This design comes from an exercise in tuning for small area, a short achievable clock period and few clock cycles per item on the open sky130 flow, not from production work. Only simulation tests tie the RTL to the original design; equivalence was not proved.

Setup of main:
## qr_cordic_top
module qr_cordic_top
#(
	parameter int ROWS     = 8,
	parameter int ITER_NUM = 12
)
(
	input  logic         clk,
	input  logic         rst,
	input  logic         en,
	input  logic [11:0]  rd_a_data,
	output logic         rd_a,
	output logic [3:0]   rd_a_addr,
	output logic         wr_r,
	output logic [3:0]   wr_r_addr,
	output logic [11:0]  wr_r_data,
	output logic         valid
);
For scale: about 1600 cells after synthesis, ~120 flip-flops, roughly 38 I/O pins, about 12000 um^2 of cells after synthesis.
==> module qr_cordic_top, before the edit <==
module qr_cordic_top
#(
	parameter int ROWS     = 8,
	parameter int ITER_NUM = 12
)
(
	input  logic         clk,
	input  logic         rst,
	input  logic         en,
	input  logic [11:0]  rd_a_data,
	output logic         rd_a,
	output logic [3:0]   rd_a_addr,
	output logic         wr_r,
	output logic [3:0]   wr_r_addr,
	output logic [11:0]  wr_r_data,
	output logic         valid
);
	typedef logic signed [11:0] smp_t;
	logic        busy;
	logic [3:0]  slot;
	logic [12:0] ph;      
	logic [12:0] ph_d;    
	logic [12:0] ph_d3;   
	logic       wr_r11;
	logic       wr_r12;
	logic       wr_r22;
	always_ff @(posedge clk or posedge rst) begin
		if (rst) begin
			busy   <= 1'b0;
			valid  <= 1'b0;
			wr_r11 <= 1'b0;
			wr_r12 <= 1'b0;
			wr_r22 <= 1'b0;
		end else begin
			if (en) begin
				busy  <= 1'b1;
				valid <= 1'b0;
			end else if (wr_r22) begin
				busy  <= 1'b0;
				valid <= 1'b1;
			end
			wr_r11 <= busy && (slot == 4'd8) && ph[12];
			wr_r12 <= wr_r11;
			wr_r22 <= busy && (slot == 4'd10) && ph[2];
		end
	end
	assign ph_d  = {ph[0], ph[12:1]};
	assign ph_d3 = {ph[2:0], ph[12:3]};
	always_ff @(posedge clk) begin
		if (en) begin
			slot <= '0;
			ph   <= 13'd1 << 11;
		end else begin
			ph <= {ph[11:0], ph[12]};
			if (ph[12]) begin
				slot <= slot + 4'd1;
			end
		end
	end
	assign rd_a      = busy && (slot <= 4'd7) && (ph[11] || ph[12]);
	assign rd_a_addr = {slot[2:0], ph[12]};
	assign wr_r      = wr_r11 | wr_r12 | wr_r22;
	assign wr_r_addr = {2'b00, wr_r22, ~wr_r11};
	smp_t x1, y1, x2, y2, x3, y3;
	logic d1;
	logic d1_q;
	logic d3;
	logic last1;    
	logic last2;    
	logic last3;    
	logic last4;    
	assign last1 = ph[12];
	assign last2 = ph[0];
	assign last3 = ph[1];
	assign last4 = ph[2];
	function automatic smp_t shr(input smp_t v, input logic [12:0] p);
		smp_t t;
		shr = '0;
		for (int i = 0; i < 12; i++) begin
			t   = v >>> i;
			shr = shr | ({12{p[i]}} & t);
		end
	endfunction
	assign d1 = ~y1[11];
	assign d3 = ~y3[11];
	always_ff @(posedge clk) begin
		d1_q <= d1;
	end
	smp_t            k_in;
	logic            k_nz;
	logic            k_neg;
	qr_pkg::kpart_t  k_part;
	smp_t            k_out;
	assign k_in  = ({12{ph[11]}} & x1) | ({12{ph[12]}} & x2) | ({12{ph[0]}} & y2) | ({12{ph[1]}} & x3);
	assign k_nz  = (ph[11] & y1[11]) | (ph[12] & y2[11]) | (ph[1] & y3[11]);
	assign k_neg = ph[12] & d1_q;
	always_ff @(posedge clk) begin
		k_part <= qr_pkg::scale_k_p1(k_in, k_neg, k_nz);
	end
	assign k_out = qr_pkg::scale_k_p2(k_part);
	always_ff @(posedge clk) begin
		if (last1) begin
			x1 <= (slot == 4'd0) ? '0 : k_out;
			y1 <= rd_a_data;
		end else begin
			x1 <= qr_pkg::add_sub(x1, shr(y1, ph), d1);
			y1 <= qr_pkg::add_sub(y1, shr(x1, ph), ~d1);
		end
	end
	always_ff @(posedge clk) begin
		if (last2) begin
			x2 <= (slot == 4'd1) ? '0 : k_out;
			y2 <= rd_a_data;
		end else begin
			x2 <= qr_pkg::add_sub(x2, shr(y2, ph_d), d1_q);
			y2 <= qr_pkg::add_sub(y2, shr(x2, ph_d), ~d1_q);
		end
	end
	always_ff @(posedge clk) begin
		if (last4) begin
			x3 <= (slot == 4'd2) ? '0 : k_out;
		end else begin
			x3 <= qr_pkg::add_sub(x3, shr(y3, ph_d3), d3);
		end
		if (last3) begin
			y3 <= k_out;
		end else begin
			y3 <= qr_pkg::add_sub(y3, shr(x3, ph_d3), ~d3);
		end
	end
	assign wr_r_data = ({12{wr_r11}} & x1) | ({12{wr_r12}} & x2) | ({12{wr_r22}} & x3);
endmodule
==> flow/config.mk <==
export PLATFORM = sky130hd
export DESIGN_NAME = qr_cordic_top
export DESIGN_NICKNAME = qr_cordic_top
export VERILOG_FILES = /design/flow/design.v
export SDC_FILE = /design/flow/constraint.sdc
export NUM_CORES = 4
export LEC_CHECK = 0
export CAP_MARGIN = 20
export CORE_MARGIN = 2
export CORE_UTILIZATION = 40
export SETUP_SLACK_MARGIN = 2.5
export SLEW_MARGIN = 20
==> flow/constraint.sdc <==
create_clock -name core_clock -period 6.5 [get_ports {clk}]
set_input_delay 1.3000 -clock core_clock [delete_from_list [all_inputs] [get_ports {clk}]]
set_output_delay 1.3000 -clock core_clock [all_outputs]
set_load 0.01 [all_outputs]
run.sh (not shown) runs the stock make flow with config.mk's settings and CLKGATE_MAP_FILE= SYNTH_SCRIPT=/design/flow/synth_recipe.tcl, a recipe that flattens the netlist after the stock synthesis.
Testbench counts of main, summed over its fixed seeds: cycles 15,888, items 128.
Here is what was changed in the inputs of the feature branch compared with main.
--- a/flow/design.v
+++ b/flow/design.v
@@ -5,43 +5,14 @@
 		logic [R_LEN:0] s;
 		s = {x, 1'b1} + {(d ? v : ~v), ~d};
 		add_sub = s[R_LEN:1];
 	endfunction
-	typedef logic [2*R_LEN+2:0] kpart_t;
-	function automatic kpart_t scale_k_p1(input sample_t v, input logic dneg, input logic dnz);
-		logic [21:0] w;
-		logic [21:0] k;
-		logic [21:0] a, b, f, g;
-		logic [21:0] s1, c1, s2, c2, s3, c3;
-		logic [9:0]  lo;
+	function automatic sample_t scale_k(input sample_t v);
+		logic signed [21:0] w;
+		logic signed [21:0] p;
 		w = {{10{v[R_LEN-1]}}, v};
-		k = dnz ? (dneg ? -22'sd309 : 22'sd313) : 22'sd2;
-		a = w << 8;
-		b = w << 6;
-		f = ~(w << 3);
-		g = ~w;
-		s1 = a ^ b ^ f;
-		c1 = ((a & b) | (a & f) | (b & f)) << 1;
-		s2 = s1 ^ c1 ^ g;
-		c2 = ((s1 & c1) | (s1 & g) | (c1 & g)) << 1;
-		s3 = s2 ^ c2 ^ k;
-		c3 = ((s2 & c2) | (s2 & k) | (c2 & k)) << 1;
-		lo = {1'b0, s3[8:0]} + {1'b0, c3[8:0]};
-		scale_k_p1 = {s3[20:9], c3[20:9], lo[9],
-		              dnz & ~dneg & (v == 12'sh7ff), dnz & dneg & (v == 12'sh800)};
-	endfunction
-	function automatic sample_t scale_k_p2(input kpart_t p);
-		logic [R_LEN:0] t;
-		sample_t r;
-		t = {p[26:15], 1'b1} + {p[14:3], p[2]};
-		r = t[R_LEN:1];
-		if (p[1]) begin
-			scale_k_p2 = {11'h592, r[0]};
-		end else if (p[0]) begin
-			scale_k_p2 = {11'h26d, r[0]};
-		end else begin
-			scale_k_p2 = r;
-		end
+		p = (w <<< 8) + (w <<< 6) - (w <<< 3) - w;
+		scale_k = p[20:9];
 	endfunction
 endpackage
 module qr_cordic_top
 #(
@@ -106,8 +77,9 @@
 	assign rd_a_addr = {slot[2:0], ph[12]};
 	assign wr_r      = wr_r11 | wr_r12 | wr_r22;
 	assign wr_r_addr = {2'b00, wr_r22, ~wr_r11};
 	smp_t x1, y1, x2, y2, x3, y3;
+	smp_t resid;
 	logic d1;
 	logic d1_q;
 	logic d3;
 	logic last1;    
@@ -130,20 +102,12 @@
 	assign d3 = ~y3[11];
 	always_ff @(posedge clk) begin
 		d1_q <= d1;
 	end
-	smp_t            k_in;
-	logic            k_nz;
-	logic            k_neg;
-	qr_pkg::kpart_t  k_part;
-	smp_t            k_out;
-	assign k_in  = ({12{ph[11]}} & x1) | ({12{ph[12]}} & x2) | ({12{ph[0]}} & y2) | ({12{ph[1]}} & x3);
-	assign k_nz  = (ph[11] & y1[11]) | (ph[12] & y2[11]) | (ph[1] & y3[11]);
-	assign k_neg = ph[12] & d1_q;
-	always_ff @(posedge clk) begin
-		k_part <= qr_pkg::scale_k_p1(k_in, k_neg, k_nz);
-	end
-	assign k_out = qr_pkg::scale_k_p2(k_part);
+	smp_t k_in;
+	smp_t k_out;
+	assign k_in  = ({12{last1}} & x1) | ({12{last2}} & x2) | ({12{last3}} & resid) | ({12{last4}} & x3);
+	assign k_out = qr_pkg::scale_k(k_in);
 	always_ff @(posedge clk) begin
 		if (last1) begin
 			x1 <= (slot == 4'd0) ? '0 : k_out;
 			y1 <= rd_a_data;
@@ -152,8 +116,9 @@
 			y1 <= qr_pkg::add_sub(y1, shr(x1, ph), ~d1);
 		end
 	end
 	always_ff @(posedge clk) begin
+		resid <= y2;
 		if (last2) begin
 			x2 <= (slot == 4'd1) ? '0 : k_out;
 			y2 <= rd_a_data;
 		end else begin
==> summary.txt <==
- [compare] base=main new=the feature branch: number of sinks on the clock net now smaller; layout overhead on the synthesized area now larger; gate count after technology mapping now smaller.
- Re routed wire length per instance: main and the feature branch aren't equal, and the higher value belongs to the feature branch.
- Sort main and the feature branch by hold path depth, ascending, and the feature branch comes first.
- The feature branch ends up with a weighted congestion at the end of routability-driven global placement that is about 1.8% lower than in main.
Testbench counts of the feature branch, summed over its fixed seeds: cycles 15,888, items 128.

========
oak:
qr_cordic_top, a different RTL version from the one above (not shown whole).
Size in the first run: roughly 1700 cells after synthesis, ~92 flip-flops.
==> module qr_cordic_top, before the edit <==
module qr_cordic_top
#(
	parameter int ROWS     = 8,
	parameter int ITER_NUM = 12
)
(
	input  logic         clk,
	input  logic         rst,
	input  logic         en,
	input  logic [11:0]  rd_a_data,
	output logic         rd_a,
	output logic [3:0]   rd_a_addr,
	output logic         wr_r,
	output logic [3:0]   wr_r_addr,
	output logic [11:0]  wr_r_data,
	output logic         valid
);
	typedef logic signed [11:0] smp_t;
	localparam logic [3:0] PH_K = 4'd12;
	logic       busy;
	logic [3:0] slot;
	logic [3:0] ph;       
	logic [3:0] ph_d;     
	logic       wr_r11;
	logic       wr_r12;
	logic       wr_r22;
	always_ff @(posedge clk or posedge rst) begin
		if (rst) begin
			busy   <= 1'b0;
			valid  <= 1'b0;
			wr_r11 <= 1'b0;
			wr_r12 <= 1'b0;
			wr_r22 <= 1'b0;
		end else begin
			if (en) begin
				busy  <= 1'b1;
				valid <= 1'b0;
			end else if (wr_r22) begin
				busy  <= 1'b0;
				valid <= 1'b1;
			end
			wr_r11 <= busy && (slot == 4'd8) && (ph == PH_K);
			wr_r12 <= wr_r11;
			wr_r22 <= busy && (slot == 4'd10) && (ph == 4'd0);
		end
	end
	always_ff @(posedge clk) begin
		ph_d  <= ph;
		last1 <= (ph == 4'd11);
		last2 <= last1;
		if (en) begin
			slot <= '0;
			ph   <= 4'd11;
		end else if (ph == PH_K) begin
			ph   <= (slot == 4'd0) ? 4'd1 : 4'd0;
			slot <= slot + 4'd1;
		end else begin
			ph <= ph + 4'd1;
		end
	end
	assign rd_a      = busy && (slot <= 4'd7) && (ph == 4'd11 || ph == PH_K);
	assign rd_a_addr = {slot[2:0], ph[2]};
	assign wr_r      = wr_r11 | wr_r12 | wr_r22;
	assign wr_r_addr = {2'b00, wr_r22, ~wr_r11};
	smp_t x1, y1, x2, y2, x3, y3;
	logic d1;
	logic d1_q;
	logic d3;
	logic last1;
	logic last2;
	assign d1    = ~y1[11];
	assign d3    = ~y3[11];
	always_ff @(posedge clk) begin
		d1_q <= d1;
	end
	smp_t k13;
	assign k13 = qr_pkg::scale_k(last1 ? x1 : x3);
	always_ff @(posedge clk) begin
		if (last1) begin
			x1 <= (slot == 4'd0) ? (rd_a_data[11] ? -rd_a_data : rd_a_data) : k13;
			y1 <= rd_a_data;
		end else begin
			x1 <= qr_pkg::add_sub(x1, y1 >>> ph, d1);
			y1 <= qr_pkg::add_sub(y1, x1 >>> ph, ~d1);
		end
	end
	always_ff @(posedge clk) begin
		if (last2) begin
			x2 <= (slot == 4'd1) ? (d1 ? rd_a_data : -rd_a_data) : qr_pkg::scale_k(x2);
			y2 <= rd_a_data;
			x3 <= (slot == 4'd2) ? '0 : k13;
			y3 <= qr_pkg::scale_k(y2);
		end else begin
			x2 <= qr_pkg::add_sub(x2, y2 >>> ph_d, d1_q);
			y2 <= qr_pkg::add_sub(y2, x2 >>> ph_d, ~d1_q);
			x3 <= qr_pkg::add_sub(x3, y3 >>> ph_d, d3);
			y3 <= qr_pkg::add_sub(y3, x3 >>> ph_d, ~d3);
		end
	end
	assign wr_r_data = ({12{wr_r11}} & x1) | ({12{wr_r12}} & x2) | ({12{wr_r22}} & x3);
endmodule
clock: 6.5 ns
lec_check: 0
cap_margin: 20
core_margin: 2
core_utilization: 40
slew_margin: 20
Testbench counts of oak, summed over its fixed seeds: cycles 15,504, items 128.
#### Input delta (pine over oak)
==> flow/design.v, changed modules only <==
module qr_cordic_top
#(
	parameter int ROWS     = 8,
	parameter int ITER_NUM = 12
)
(
	input  logic         clk,
	input  logic         rst,
	input  logic         en,
	input  logic [11:0]  rd_a_data,
	output logic         rd_a,
	output logic [3:0]   rd_a_addr,
	output logic         wr_r,
	output logic [3:0]   wr_r_addr,
	output logic [11:0]  wr_r_data,
	output logic         valid
);
	typedef logic signed [11:0] smp_t;
	localparam logic [3:0] PH_K = 4'd12;
	logic       busy;
	logic [3:0] slot;
	logic [3:0] ph;       
	logic [3:0] ph_d;     
	logic       wr_r11;
	logic       wr_r12;
	logic       wr_r22;
	always_ff @(posedge clk or posedge rst) begin
		if (rst) begin
			busy   <= 1'b0;
			valid  <= 1'b0;
			wr_r11 <= 1'b0;
			wr_r12 <= 1'b0;
			wr_r22 <= 1'b0;
		end else begin
			if (en) begin
				busy  <= 1'b1;
				valid <= 1'b0;
			end else if (wr_r22) begin
				busy  <= 1'b0;
				valid <= 1'b1;
			end
			wr_r11 <= busy && (slot == 4'd8) && (ph == PH_K);
			wr_r12 <= wr_r11;
			wr_r22 <= busy && (slot == 4'd10) && (ph == 4'd0);
		end
	end
	always_ff @(posedge clk) begin
		ph_d  <= ph;
		last1 <= (ph == 4'd11);
		last2 <= last1;
		if (en) begin
			slot <= '0;
			ph   <= 4'd11;
		end else if (ph == PH_K) begin
			ph   <= '0;
			slot <= slot + 4'd1;
		end else begin
			ph <= ph + 4'd1;
		end
	end
	assign rd_a      = busy && (slot <= 4'd7) && (ph == 4'd11 || ph == PH_K);
	assign rd_a_addr = {slot[2:0], ph[2]};
	assign wr_r      = wr_r11 | wr_r12 | wr_r22;
	assign wr_r_addr = {2'b00, wr_r22, ~wr_r11};
	smp_t x1, y1, x2, y2, x3, y3;
	logic d1;
	logic d1_q;
	logic d3;
	logic last1;
	logic last2;
	assign d1    = ~y1[11];
	assign d3    = ~y3[11];
	always_ff @(posedge clk) begin
		d1_q <= d1;
	end
	smp_t k13;
	assign k13 = qr_pkg::scale_k(last1 ? x1 : x3);
	always_ff @(posedge clk) begin
		if (last1) begin
			x1 <= (slot == 4'd0) ? '0 : k13;
			y1 <= rd_a_data;
		end else begin
			x1 <= qr_pkg::add_sub(x1, y1 >>> ph, d1);
			y1 <= qr_pkg::add_sub(y1, x1 >>> ph, ~d1);
		end
	end
	always_ff @(posedge clk) begin
		if (last2) begin
			x2 <= (slot == 4'd1) ? '0 : qr_pkg::scale_k(x2);
			y2 <= rd_a_data;
			x3 <= (slot == 4'd2) ? '0 : k13;
			y3 <= qr_pkg::scale_k(y2);
		end else begin
			x2 <= qr_pkg::add_sub(x2, y2 >>> ph_d, d1_q);
			y2 <= qr_pkg::add_sub(y2, x2 >>> ph_d, ~d1_q);
			x3 <= qr_pkg::add_sub(x3, y3 >>> ph_d, d3);
			y3 <= qr_pkg::add_sub(y3, x3 >>> ph_d, ~d3);
		end
	end
	assign wr_r_data = ({12{wr_r11}} & x1) | ({12{wr_r12}} & x2) | ({12{wr_r22}} & x3);
endmodule
### Flow results
The final reports for pine and oak show instance area after placement higher in the former. Timing-limited maximum frequency of pine falls short of that of oak slightly. Between oak and pine, the sequential share of layout area figures differ only marginally. A critical path endpoint of x2[10]$_DFF_P_ is what oak shows, while x3[8]$_DFF_P_ belongs to pine. pine: global-route usage over all layers 1.5 points below oak. Number of global-route vias before repair, oak and pine: smaller value in pine. The final reports for pine and oak show logic depth of the worst setup path including buffers higher in the former.
Testbench counts of pine, summed over its fixed seeds: cycles 15,632, items 128.

static timing again, ports no longer ideal:
No port has a modelled driver above. Below, the same layouts with a new extraction and two added sets of constraints. Step 1: set_driving_cell puts a clkbuf_16 on clk and a buf_2 on each other input, an assumption about the parent block. Step 2, shift: input delay + t, output delay - t, t = (earliest + latest rising clock arrival at the registers) / 2. This alone moves slack from input paths to output paths. Slacks: ideal / step 1 / step 2; pairs: ideal / step 1.
run	shift t [ns]	slack for setup (ns)	worst setup path after step 2	worst slew at a driven data input, ns	pins driven straight from the clock port
main	0.482	2.635 / 2.635 / 2.635	register to register	0.04	1
the feature branch	0.424	2.444 / 2.444 / 2.444	register to register	0.04	1
oak	0.417	1.881 / 1.881 / 1.850	input to register	0.04	1
pine	0.411	1.863 / 1.863 / 1.863	register to register	0.06	1
After both steps setup and hold are still met in every run listed. The setup slack of oak, which loses most, moves by 0.000 ns with the drivers and by -0.031 ns with both steps.
